This design comes from an exercise in tuning for small area and a short achievable clock period on the open sky130 flow, not from production work. Only simulation tests tie the RTL to the original design; equivalence was not proved.

==> design.v <==
`timescale 1ns/1ps
package proc_pkg;
	typedef logic [32-1:0] word_t;
	typedef logic [$clog2(16)-1:0] reg_idx_t;
	typedef enum logic [3:0] {
		OP_NOP = 4'd0,
		OP_ADDI = 4'd1,
		OP_ADD = 4'd2,
		OP_SUB = 4'd3,
		OP_AND = 4'd4,
		OP_OR = 4'd5,
		OP_XOR = 4'd6,
		OP_HALT = 4'd13,
		OP_OUT = 4'd15
	} opcode_e;
	typedef enum logic [2:0] {
		ALU_ADD = 3'd0,
		ALU_SUB = 3'd1,
		ALU_AND = 3'd2,
		ALU_OR = 3'd3,
		ALU_XOR = 3'd4
	} alu_op_e;
	typedef struct packed {
		opcode_e opcode;
		reg_idx_t ra;
		reg_idx_t rb;
		reg_idx_t rd;
		logic [15:0] unused;
	} r_fmt_t;
	typedef struct packed {
		opcode_e opcode;
		reg_idx_t ra;
		logic [3:0] unused;
		reg_idx_t rd;
		logic [15:0] imm;
	} i_fmt_t;
	typedef union packed {
		r_fmt_t r_fmt;
		i_fmt_t i_fmt;
	} instr_u;
endpackage
`timescale 1ns/1ps
module regfile (
	input logic clk,
	input logic arst_n,
	input proc_pkg::reg_idx_t ra_idx,
	input proc_pkg::reg_idx_t rb_idx,
	output proc_pkg::word_t ra_data,
	output proc_pkg::word_t rb_data,
	input logic wr_en,
	input proc_pkg::reg_idx_t wr_idx,
	input proc_pkg::word_t wr_data
);
	proc_pkg::word_t regs [16];
	always_ff @(posedge clk or negedge arst_n) begin
		if (!arst_n) begin
			for (int i = 0; i < 16; i++) begin
				regs[i] <= '0;
			end
		end else if (wr_en && (wr_idx != '0)) begin
			regs[wr_idx] <= wr_data;
		end
	end
	always_comb begin
		if (ra_idx == '0) begin
			ra_data = '0;
		end else begin
			ra_data = regs[ra_idx];
		end
	end
	always_comb begin
		if (rb_idx == '0) begin
			rb_data = '0;
		end else begin
			rb_data = regs[rb_idx];
		end
	end
endmodule
`timescale 1ns/1ps
module alu (
	input proc_pkg::alu_op_e op,
	input proc_pkg::word_t a,
	input proc_pkg::word_t b,
	output proc_pkg::word_t y
);
	always_comb begin
		case (op)
			proc_pkg::ALU_ADD: begin
				y = a + b;
			end
			proc_pkg::ALU_SUB: begin
				y = a - b;
			end
			proc_pkg::ALU_AND: begin
				y = a & b;
			end
			proc_pkg::ALU_OR: begin
				y = a | b;
			end
			proc_pkg::ALU_XOR: begin
				y = a ^ b;
			end
			default: begin
				y = '0;
			end
		endcase
	end
endmodule
`timescale 1ns/1ps
module prog_mem (
	input logic clk,
	input logic host_we,
	input logic [$clog2(16)-1:0] host_addr,
	input proc_pkg::word_t host_wdata,
	output proc_pkg::word_t host_rdata,
	input logic [$clog2(16)-1:0] core_addr,
	output proc_pkg::word_t core_rdata
);
	proc_pkg::word_t mem [16];
	always_ff @(posedge clk) begin
		if (host_we) begin
			mem[host_addr] <= host_wdata;
		end
	end
	assign host_rdata = mem[host_addr];
	assign core_rdata = mem[core_addr];
endmodule
`timescale 1ns/1ps
module proc_core (
	input logic clk,
	input logic arst_n,
	input logic start,
	output logic [$clog2(16)-1:0] prog_core_addr,
	input proc_pkg::word_t prog_core_rdata,
	output proc_pkg::reg_idx_t rf_ra_idx,
	output proc_pkg::reg_idx_t rf_rb_idx,
	input proc_pkg::word_t rf_ra_data,
	input proc_pkg::word_t rf_rb_data,
	output logic rf_wr_en,
	output proc_pkg::reg_idx_t rf_wr_idx,
	output proc_pkg::word_t rf_wr_data,
	output logic busy,
	output logic halted,
	output logic [$clog2(16)-1:0] pc,
	output proc_pkg::word_t result,
	output logic result_valid
);
	localparam int PC_W = $clog2(16);
	proc_pkg::instr_u instr;
	proc_pkg::alu_op_e alu_op;
	proc_pkg::word_t alu_b;
	proc_pkg::word_t alu_y;
	logic is_arith;
	logic use_imm;
	logic is_out;
	logic is_halt;
	logic [PC_W-1:0] pc_next;
	assign prog_core_addr = pc;
	assign instr = prog_core_rdata;
	always_comb begin
		alu_op = proc_pkg::ALU_ADD;
		is_arith = 1'b0;
		use_imm = 1'b0;
		is_out = 1'b0;
		is_halt = 1'b0;
		case (instr.r_fmt.opcode)
			proc_pkg::OP_ADDI: begin
				is_arith = 1'b1;
				use_imm = 1'b1;
			end
			proc_pkg::OP_ADD: is_arith = 1'b1;
			proc_pkg::OP_SUB: begin
				alu_op = proc_pkg::ALU_SUB;
				is_arith = 1'b1;
			end
			proc_pkg::OP_AND: begin
				alu_op = proc_pkg::ALU_AND;
				is_arith = 1'b1;
			end
			proc_pkg::OP_OR: begin
				alu_op = proc_pkg::ALU_OR;
				is_arith = 1'b1;
			end
			proc_pkg::OP_XOR: begin
				alu_op = proc_pkg::ALU_XOR;
				is_arith = 1'b1;
			end
			proc_pkg::OP_HALT: is_halt = 1'b1;
			proc_pkg::OP_OUT: is_out = 1'b1;
			default: ;
		endcase
	end
	assign alu_b = use_imm ? proc_pkg::word_t'(instr.i_fmt.imm) : rf_rb_data;
	alu u_alu (
		.op(alu_op),
		.a(rf_ra_data),
		.b(alu_b),
		.y(alu_y)
	);
	assign rf_ra_idx = instr.r_fmt.ra;
	assign rf_rb_idx = instr.r_fmt.rb;
	assign rf_wr_idx = instr.i_fmt.rd;
	assign rf_wr_data = alu_y;
	assign rf_wr_en = busy && is_arith;
	assign pc_next = (pc == PC_W'(16 - 1)) ? '0 : pc + 1'b1;
	always_ff @(posedge clk or negedge arst_n) begin
		if (!arst_n) begin
			busy <= 1'b0;
			halted <= 1'b0;
			pc <= '0;
			result <= '0;
			result_valid <= 1'b0;
		end else begin
			result_valid <= 1'b0;
			if (busy) begin
				if (is_halt) begin
					busy <= 1'b0;
					halted <= 1'b1;
				end else begin
					pc <= pc_next;
				end
				if (is_out) begin
					result <= rf_ra_data;
					result_valid <= 1'b1;
				end
			end else if (start) begin
				busy <= 1'b1;
				halted <= 1'b0;
				pc <= '0;
			end
		end
	end
endmodule
`timescale 1ns/1ps
module apb_host_regs (
	input logic clk,
	input logic arst_n,
	input logic psel,
	input logic penable,
	input logic pwrite,
	input logic [7:0] paddr,
	input proc_pkg::word_t pwdata,
	output proc_pkg::word_t prdata,
	output logic pready,
	output logic pslverr,
	output logic prog_host_we,
	output logic [$clog2(16)-1:0] prog_host_addr,
	output proc_pkg::word_t prog_host_wdata,
	input proc_pkg::word_t prog_host_rdata,
	output logic start,
	input logic busy,
	input logic halted,
	input logic [$clog2(16)-1:0] pc,
	input proc_pkg::word_t result
);
	localparam int PC_W = $clog2(16);
	localparam int PROG_BYTES = 4 * 16;
	logic access;
	logic wr_access;
	logic rd_access;
	logic hit_ctrl;
	logic hit_status;
	logic hit_result;
	logic hit_prog;
	logic [7:0] prog_off;
	proc_pkg::word_t status_word;
	proc_pkg::word_t result_q;
	assign access = psel && penable;
	assign wr_access = access && pwrite;
	assign rd_access = access && !pwrite;
	assign pready = access;
	assign hit_ctrl = (paddr == 8'h00);
	assign hit_status = (paddr == 8'h04);
	assign hit_result = (paddr == 8'h08);
	assign prog_off = paddr - 8'h40;
	assign hit_prog = (paddr >= 8'h40)
		&& (int'(paddr) < int'(8'h40) + PROG_BYTES)
		&& (paddr[1:0] == 2'b00);
	assign pslverr = access && (!(hit_ctrl || hit_status || hit_result || hit_prog)
		|| (pwrite && (hit_status || hit_result || (hit_prog && busy))));
	assign prog_host_addr = prog_off[PC_W+1:2];
	assign prog_host_wdata = pwdata;
	assign prog_host_we = wr_access && hit_prog && !busy;
	assign start = wr_access && hit_ctrl && pwdata[0] && !busy;
	always_comb begin
		status_word = '0;
		status_word[0] = busy;
		status_word[1] = halted;
		status_word[8 +: PC_W] = pc;
	end
	always_ff @(posedge clk or negedge arst_n) begin
		if (!arst_n) begin
			result_q <= '0;
		end else begin
			result_q <= result;
		end
	end
	always_comb begin
		prdata = '0;
		if (rd_access) begin
			if (hit_status) begin
				prdata = status_word;
			end else if (hit_result) begin
				prdata = result_q;
			end else if (hit_prog) begin
				prdata = prog_host_rdata;
			end
		end
	end
endmodule
`timescale 1ns/1ps
module processor_top (
	input logic clk,
	input logic arst_n,
	input logic psel,
	input logic penable,
	input logic pwrite,
	input logic [7:0] paddr,
	input proc_pkg::word_t pwdata,
	output proc_pkg::word_t prdata,
	output logic pready,
	output logic pslverr,
	output proc_pkg::word_t result,
	output logic result_valid
);
	localparam int PC_W = $clog2(16);
	logic start;
	logic busy;
	logic halted;
	logic [PC_W-1:0] pc;
	proc_pkg::reg_idx_t rf_ra_idx;
	proc_pkg::reg_idx_t rf_rb_idx;
	proc_pkg::word_t rf_ra_data;
	proc_pkg::word_t rf_rb_data;
	logic rf_wr_en;
	proc_pkg::reg_idx_t rf_wr_idx;
	proc_pkg::word_t rf_wr_data;
	logic prog_host_we;
	logic [PC_W-1:0] prog_host_addr;
	proc_pkg::word_t prog_host_wdata;
	proc_pkg::word_t prog_host_rdata;
	logic [PC_W-1:0] prog_core_addr;
	proc_pkg::word_t prog_core_rdata;
	apb_host_regs u_apb_host_regs (
		.clk(clk),
		.arst_n(arst_n),
		.psel(psel),
		.penable(penable),
		.pwrite(pwrite),
		.paddr(paddr),
		.pwdata(pwdata),
		.prdata(prdata),
		.pready(pready),
		.pslverr(pslverr),
		.prog_host_we(prog_host_we),
		.prog_host_addr(prog_host_addr),
		.prog_host_wdata(prog_host_wdata),
		.prog_host_rdata(prog_host_rdata),
		.start(start),
		.busy(busy),
		.halted(halted),
		.pc(pc),
		.result(result)
	);
	prog_mem u_prog_mem (
		.clk(clk),
		.host_we(prog_host_we),
		.host_addr(prog_host_addr),
		.host_wdata(prog_host_wdata),
		.host_rdata(prog_host_rdata),
		.core_addr(prog_core_addr),
		.core_rdata(prog_core_rdata)
	);
	proc_core u_proc_core (
		.clk(clk),
		.arst_n(arst_n),
		.start(start),
		.prog_core_addr(prog_core_addr),
		.prog_core_rdata(prog_core_rdata),
		.rf_ra_idx(rf_ra_idx),
		.rf_rb_idx(rf_rb_idx),
		.rf_ra_data(rf_ra_data),
		.rf_rb_data(rf_rb_data),
		.rf_wr_en(rf_wr_en),
		.rf_wr_idx(rf_wr_idx),
		.rf_wr_data(rf_wr_data),
		.busy(busy),
		.halted(halted),
		.pc(pc),
		.result(result),
		.result_valid(result_valid)
	);
	regfile u_regfile (
		.clk(clk),
		.arst_n(arst_n),
		.ra_idx(rf_ra_idx),
		.rb_idx(rf_rb_idx),
		.ra_data(rf_ra_data),
		.rb_data(rf_rb_data),
		.wr_en(rf_wr_en),
		.wr_idx(rf_wr_idx),
		.wr_data(rf_wr_data)
	);
endmodule
==> run.sh <==
#!/bin/bash
# synth_recipe.tcl (not shown) runs the flow's synth.tcl, then flattens the netlist and writes it again
# the make line also repeats each setting of config.mk as NAME=value (left out here)
make -C /OpenROAD-flow-scripts/flow DESIGN_CONFIG=/design/flow/config.mk WORK_HOME=/design/flow/orfs CLKGATE_MAP_FILE= SYNTH_SCRIPT=/design/flow/synth_recipe.tcl finish
==> constraint.sdc <==
create_clock -name core_clock -period 8.0 [get_ports {clk}]
set_input_delay 1.6000 -clock core_clock [delete_from_list [all_inputs] [get_ports {clk}]]
set_output_delay 1.6000 -clock core_clock [all_outputs]
set_load 0.01 [all_outputs]
==> config.mk <==
export PLATFORM = sky130hd
export DESIGN_NAME = processor_top
export DESIGN_NICKNAME = processor_top
export VERILOG_FILES = /design/flow/design.v
export SDC_FILE = /design/flow/constraint.sdc
export NUM_CORES = 4
export LEC_CHECK = 0
export CAP_MARGIN = 20
export CORE_MARGIN = 2
export CORE_UTILIZATION = 40
export SETUP_SLACK_MARGIN = 0.3
export SLEW_MARGIN = 20
==> flow_summary.ini <==
[outcome]
outcome = timing/DRC/antenna clean

[synth]
synth_async_sr_flop_share = 0.518
seq_area_frac_synth = 0.535
synth.largest_area_cell = edfxtp_1
synth_edf_count = 512
ys.flop_type = dfrtp_1
syn-num-nets = 4777
syn_avg_cell_area_um2 = 11.8
yosysWarningCount = 6
synth-seq-cells = 1063
ys_top_cells_by_area = edfxtp_1, dfrtp_1, mux4_2, o21ai_0, nand2_1
syn_inst = 4634
synth.cell_area_um2 = 54500
synth_top_cell_area_share = 0.282
yosysUniqueCellTypes = 93

[critical_path]
r2r-start = u_proc_core.pc[0]
setup.worst_path.end = u_regfile.regs[8][31]
critical_path_class = flop to flop
max_stage_delay_ns = 0.54
worst-r2r-setup-slack_ns = 0.38
worst-r2r-cell-count = 31
required_ns = 8.62
r2r-end = u_regfile.regs[8][31]
start_kind = flop
worstPathMaxFanout = 18
critical_path.most_common_cell = buf_4
cpMaxStageDelayCell = mux4_2
startpoint = u_proc_core.pc[0]
end_kind = flop
worst_ep_arrival_time_ns = 8.24

[sta]
setup_viol = 0
fin_worst_skew_ns = 0.0730
period_minus_slack_ns = 7.62
fin_crit_sh = 0.953
rsz0062_at_grt = yes
holdWs_ns = 0.410
final_hold_viol_count = 0
drv_slew = 0
clock.fmax_mhz = 131
worst_slack_ns = 0.378
finalSetupTns_ns = 0
worst_slew_pin_slew_ns = 1.15
slew-limit-headroom = 0.225

[global_routing]
grt_use_total = 0.312
antenna_found_initial = 10
grt_pass1_vias = 42500
grt_pass1_wl_mm = 315
grt_overflow = 0
grt_max_degree = 159

[place]
dpl.cell_count = 6508
placed_cell_area_um2 = 59400
place.gp.congestion = 1.01
dp_slack_ns = 0.0518
dp_hpwl_mm = 149
io_buffers = 111

[clock_tree]
cts-root-buf = clkbuf_16
cts_hold_buf = 0
cts_tree = yes
cts.sinks = 1063
cts_buffers = 111
h-tree-depth = 3
clock_latency_ns = 0.79
cts_buffer_depth = 3
cts.clk_slew.worst_paths_ns = 0.07

[floorplan]
core_area_um2 = 135000
die-width_um = 373
num_io_pins = 112
start_util = 0.403
fp-row-count = 135
dieArea_um2 = 139000
die_y_um = 373

[cells_and_area]
utilization = 0.475
design_area_um2 = 64300
layout-drive-gt1-share = 0.221
fillers = 12000
layoutNonFillerInstCount = 6781
mostFrequentLayoutCells = nand2_1, dfrtp_1, o21ai_0
layout_commonest_cell = nand2_1
final_nets = 5048
syn_to_final_growth_pct = 17.9

[route]
top_layer_used = met5
wl_per_cell_um = 32.7
dr_total_vias = 44200
antenna_left = 0
via_per_inst = 6.51
drc_errors = 0
drt-initial-drc-count = 6727
m1WireLength_mm = 84.1
dr.pass1.iters = 7
route.met3.wl_mm = 26.2
dr_wl_met2_mm = 97.9
wl_mm = 222

[hold_path]
min_path_type = flop to flop
holdPathStages = 0

[job]
cap_violations = 0
## critical path, delay by kind of cell, from the launching register on
family,cells,cell delay [ns]
and+or+nand+nor,7,1.58
adders and majority gates,1,0.30
buffers and inverters,6,1.08
xor gates and xnor gates,1,0.13
muxes,1,0.54
AOI/OAI and AO/OA,15,3.33
DFF,1,0.50
## cell families (layout without fill, tap and decap cells)
kind of cell,count (synthesis),count (layout),synth area share
xor+xnor,57,57,0.00916
flops,1063,1063,0.535
buf+inv,463,825,0.0351
mux,385,386,0.142
compound gates,1369,1370,0.161
fa+ha+maj,98,98,0.0226
other cells,0,2,0
simple gates,1199,1199,0.0946
## how the worst min path moves through the flow
| stage | start | endpoint | slack, ns |
|---|---|---|---|
| after floorplan | u_proc_core.result[0] | u_apb_host_regs.result_q[0] | 0.43 |
| after global placement | u_proc_core.result[20] | u_apb_host_regs.result_q[20] | 0.39 |
| after detailed placement | u_proc_core.result[20] | u_apb_host_regs.result_q[20] | 0.40 |
| after CTS | u_proc_core.result[20] | u_apb_host_regs.result_q[20] | 0.41 |
| after global routing | u_proc_core.result[23] | u_apb_host_regs.result_q[23] | 0.42 |
| final | u_proc_core.result[20] | u_apb_host_regs.result_q[20] | 0.41 |
## final cells by class
class / count / area (um2) / share of cell area
well taps: 1781 / 2230 / 0.0347
inverters: 101 / 379 / 0.00590
diodes: 2 / 5.00 / 0.0000779
multi-input cells: 3110 / 24200 / 0.377
repair buffers: 518 / 4670 / 0.0727
clock buffers: 138 / 2970 / 0.0462
flip-flops and latches: 1063 / 29200 / 0.454
clock inverters: 68 / 576 / 0.00896
## state kept, by name, indices dropped and copies added (netlist names)
| name | count |
|---|---|
| u_proc_core.result_valid | 1 |
| u_regfile.regs | 480 |
| u_proc_core.busy | 1 |
| u_proc_core.result | 32 |
| u_proc_core.pc | 4 |
| u_apb_host_regs.result_q | 32 |
| u_prog_mem.mem | 512 |
| u_proc_core.halted | 1 |
## synth_stat cells (7+ instances only)
library cell and number:
nand2_1 656, a32o_1 8, buf_1 32, a22oi_1 273
mux2i_1 48, mux2_2 28, nand2b_1 15, buf_2 40
dfrtp_1 551, o21ai_0 540, ha_1 97, xor2_1 9
nor2b_1 12, mux4_2 308, o31ai_1 15, buf_4 16
a2bb2oi_1 8, o22ai_1 21, o211ai_1 9, and3_1 17
buf_6 7, o221a_2 9, nor2_1 247, a211oi_1 30
a221oi_1 25, nand3_1 87, a21o_1 12, a31o_2 7
nor3_1 42, a222oi_1 38, clkbuf_1 265, a22o_1 41
nand4_1 65, and2_1 18, xnor2_1 48, a21oi_1 210
inv_1 100, a32oi_1 10, edfxtp_1 512, a31oi_1 26
## layer usage
layer	up-vias	global-route usage
li1	18200	-
met3	723	0.0850
met2	3024	0.475
met1	22200	0.409
met5	-	0
met4	14	0.162
## timing repair
item / 4_1_cts / 5_1_grt
pin swaps: 4 / 14
cloned: 1 / 5
setup buffers: 12 / 44
gates resized for setup: 29 / 108
endpoints found under the setup margin: 60 / 89

what the ideal ports hide:
No port has a modelled driver above. Below, the same layout with a new extraction and two added sets of constraints.
Step 1 assumes that a clkbuf_16 drives the clock port and a buf_2 every other input.
Step 2 moves the port delays by t, midway between the first and last clock arrival at a register: inputs arrive t later, outputs are due t later. That takes back most of the time a late clock gives input paths.
a / b / c = no drivers / after step 1 / after step 2; a / b = the first two.
t, ns: 0.834
setup slack, ns: 0.378 / 0.378 / 0.378
worst setup path after step 2: register to register
After both steps setup and hold are still met in this run. For this run, drivers alone change the setup slack by 0.000 ns; drivers and shift together by 0.000 ns.
